Source: an optimization exercise on an open RTL-to-GDS flow (aim: small area, a short achievable clock period and few clock cycles per item). Production flows keep margins and buffers that such runs may drop.
Where RTL was checked, it was by simulation tests only, not by an equivalence proof against the original.

// multDivUnit
module multDivUnit (
  input  logic        clk,
  input  logic        reset,
  input  logic [2:0]  reqOp,
  input  logic [31:0] reqLOp,
  input  logic [31:0] reqROp,
  input  logic        reqValid,
  output logic        reqCredit,
  output logic [31:0] respResult,
  output logic        respDivByZero,
  output logic        respDivOverflow,
  output logic        respValid,
  input  logic        respCredit
);
Size in the first run: about 1,800 cells after synthesis, ~130 flip-flops, ~110 I/O pins, roughly 14,000 um2 of cells after synthesis.
clock: 6.0 ns
lec_check: 0
cap_margin: 20
core_margin: 2
core_utilization: 40
setup_slack_margin: 2
slew_margin: 20
run.sh (not shown) runs the stock make flow with config.mk's settings and CLKGATE_MAP_FILE= SYNTH_SCRIPT=/design/flow/synth_recipe.tcl, a recipe that flattens the netlist after the stock synthesis.
The first run produced a clean layout.
==> next run, changes <==
- SETUP_SLACK_MARGIN: 2 -> 3
Sequential cell count is unchanged. Global-route usage increases by 3.2 points. Area after synthesis is unchanged. Clock-buffer cell count increases by 1. Setup slack gains 170 ps. Wire length increases by about 9%. Sequential share of layout area decreases by 2.8 points. Critical path depth decreases by 1. Utilization increases by 7.2 points.
No run of this note included a check of the RTL's function; only the layout flow was run.

Setup of JK:
multDivUnit, a different RTL version from the one above (not shown whole).
For scale: roughly 1600 cells after synthesis, about 120 flip-flops, ~110 I/O pins.
Settings: LEC_CHECK=0, CAP_MARGIN=20, CORE_MARGIN=2, CORE_UTILIZATION=40, SLEW_MARGIN=20; clock period 6.0 ns.
Testbench counts of JK, summed over its fixed seeds: cycles 46,815, ops 3,200.
For MS, these inputs were changed with respect to JK:
Settings: putting ABC_CLOCK_PERIOD_IN_PS at 3000 where nothing was set.
- MS against JK: timing-limited maximum frequency now sits at about the same level, area occupied by registers saw little to no change.
- From MS to JK, number of instances in the synthesized netlist did not move at all.
- Comparing MS against JK, there is no change at all in summed negative setup slack over all endpoints.
- Re post-route worst hold slack: no difference whatsoever between JK and MS.
- Comparing JK against MS, there is no change at all in number of pins exceeding their max-slew limit in the final report.
- MS -> JK: synthesized area delta 0, exact match
- On final instance area, MS and JK are basically level.

Another version of the RTL of multDivUnit (not shown whole).
Size in the first run: roughly 2200 cells after synthesis, about 0.017 mm2 of cells after synthesis.
==> flow/config.mk <==
export PLATFORM = sky130hd
export DESIGN_NAME = multDivUnit
export DESIGN_NICKNAME = multDivUnit
export VERILOG_FILES = /design/flow/design.v
export SDC_FILE = /design/flow/constraint.sdc
export NUM_CORES = 4
export LEC_CHECK = 0
export CAP_MARGIN = 20
export CORE_MARGIN = 2
export CORE_UTILIZATION = 40
export SETUP_SLACK_MARGIN = 1.5
export SLEW_MARGIN = 20
==> flow/constraint.sdc <==
create_clock -name core_clock -period 6.0 [get_ports {clk}]
set_input_delay 1.2000 -clock core_clock [delete_from_list [all_inputs] [get_ports {clk}]]
set_output_delay 1.2000 -clock core_clock [all_outputs]
set_load 0.01 [all_outputs]
standard.sh (not shown) runs the stock make flow with config.mk's settings and CLKGATE_MAP_FILE= SYNTH_SCRIPT=/design/flow/synth_recipe.tcl, a recipe that flattens the netlist after the stock synthesis.
==> flow/flow/run.sh <==
#!/bin/bash
set -o pipefail
export BUFFER_PORTS_ARGS="-buffer_cell sky130_fd_sc_hd__buf_1"
bash standard.sh ADDER_MAP_FILE= finish > standard.log 2>&1
The baseline produced a clean layout.
Testbench counts at the start, summed over its fixed seeds: cycles 34,639, ops 3,200.
==> next run, changes <==
==> flow/run.sh (new file) <==
#!/bin/bash
# synth_recipe.tcl (not shown) runs the flow's synth.tcl, then flattens the netlist and writes it again
# the make line also repeats each setting of config.mk as NAME=value (left out here)
make -C /OpenROAD-flow-scripts/flow DESIGN_CONFIG=/design/flow/config.mk WORK_HOME=/design/flow/orfs CLKGATE_MAP_FILE= SYNTH_SCRIPT=/design/flow/synth_recipe.tcl finish
--- a/flow/config.mk
+++ b/flow/config.mk
@@ -10,3 +10,3 @@
 export CORE_UTILIZATION = 40
-export SETUP_SLACK_MARGIN = 1.5
+export SETUP_SLACK_MARGIN = 1.0
 export SLEW_MARGIN = 20
removed: flow/flow/run.sh
removed: flow/standard.sh
The changed run went through all stages and came out clean.
Non-clock buffer count goes down by 137.
Synthesized area drops by 13%.
Setup slack gets worse by 0.46 ns.
Cell count fell by 16%.
Wire length decreases by 14%.
Register-to-register slack is worse by 0.46 ns.
Fmax decreases by 9.4%.
Cell area is lower by 16%.
Clock-buffer cell count drops by 2.
==> next run, changes <==
==> flow/flow/run.sh (new file) <==
#!/bin/bash
set -o pipefail
export BUFFER_PORTS_ARGS="-buffer_cell sky130_fd_sc_hd__buf_1"
bash standard.sh > standard.log 2>&1
==> flow/standard.sh (new file) <==
#!/bin/bash
# synth_recipe.tcl (not shown) runs the flow's synth.tcl, then flattens the netlist and writes it again
# the make line also repeats each setting of config.mk as NAME=value (left out here)
make -C /OpenROAD-flow-scripts/flow DESIGN_CONFIG=/design/flow/config.mk WORK_HOME=/design/flow/orfs CLKGATE_MAP_FILE= SYNTH_SCRIPT=/design/flow/synth_recipe.tcl "${@:-finish}"
--- a/flow/config.mk
+++ b/flow/config.mk
@@ -10,3 +10,3 @@
 export CORE_UTILIZATION = 40
-export SETUP_SLACK_MARGIN = 1.0
+export SETUP_SLACK_MARGIN = 1.5
 export SLEW_MARGIN = 20
removed: flow/run.sh
Core utilization is lower by 1.5 points.
Area after synthesis stays the same.
First-iteration DRC count climbs by 2.1%.
Non-clock buffer count shrinks by 2.
Clock-buffer cell count rises by 1.
Setup slack gets better by 0.48 ns.
Global-route usage hardly moves.
Via count is higher by 0.57%.
==> next run, changes <==
--- a/flow/config.mk
+++ b/flow/config.mk
@@ -10,2 +10,4 @@
 export CORE_UTILIZATION = 40
+export CTS_CLUSTER_DIAMETER = 150
+export CTS_CLUSTER_SIZE = 40
 export SETUP_SLACK_MARGIN = 1.5
Outcome: The changed run ran to the end with no violations. Clock-buffer cell count stays the same. Die area does not change. Clock skew stays the same. Cell count stays the same. Wire length stays the same.

static timing again, ports no longer ideal:
The results above use ideal ports. As a check the final layouts listed here were re-extracted and re-timed, cells and wires unchanged.
Step 1, drivers: a clkbuf_16 drives clk and a buf_2 each remaining input, both assumed.
Step 2 also shifts input and output timing later by t, the mid clock arrival at the registers, as if the neighbouring blocks saw the same clock.
Slacks: no drivers / after step 1 / after step 2; pairs: no drivers / after step 1.
| run | t (ns) | setup WS [ns] | clock arrival spread, ns | worst register clock-pin slew, ns |
|---|---|---|---|---|
| the first run of note 1 | 0.485 | 1.831 / 1.831 / 1.650 | 0.011 / 0.011 | 0.07 / 0.07 |
| the second run of note 1 | 0.499 | 1.997 / 1.997 / 1.997 | 0.015 / 0.015 | 0.07 / 0.07 |
| JK | 0.480 | 0.312 / 0.268 / 0.684 | 0.016 / 0.016 | 0.07 / 0.07 |
| MS | 0.480 | 0.312 / 0.268 / 0.684 | 0.016 / 0.016 | 0.07 / 0.07 |
| the first run of note 3 | 0.498 | 1.587 / 1.587 / 1.271 | 0.011 / 0.012 | 0.07 / 0.07 |
| the second run of note 3 | 0.498 | 1.131 / 1.131 / 0.894 | 0.009 / 0.009 | 0.07 / 0.07 |
| the third run of note 3 | 0.488 | 1.610 / 1.610 / 1.337 | 0.011 / 0.011 | 0.07 / 0.07 |
| the fourth run of note 3 | 0.488 | 1.610 / 1.610 / 1.337 | 0.011 / 0.011 | 0.07 / 0.07 |
After both steps every run listed still meets setup and hold. The setup slack of the first run of note 3, which loses most, moves by 0.000 ns with the drivers and by -0.316 ns with both steps.
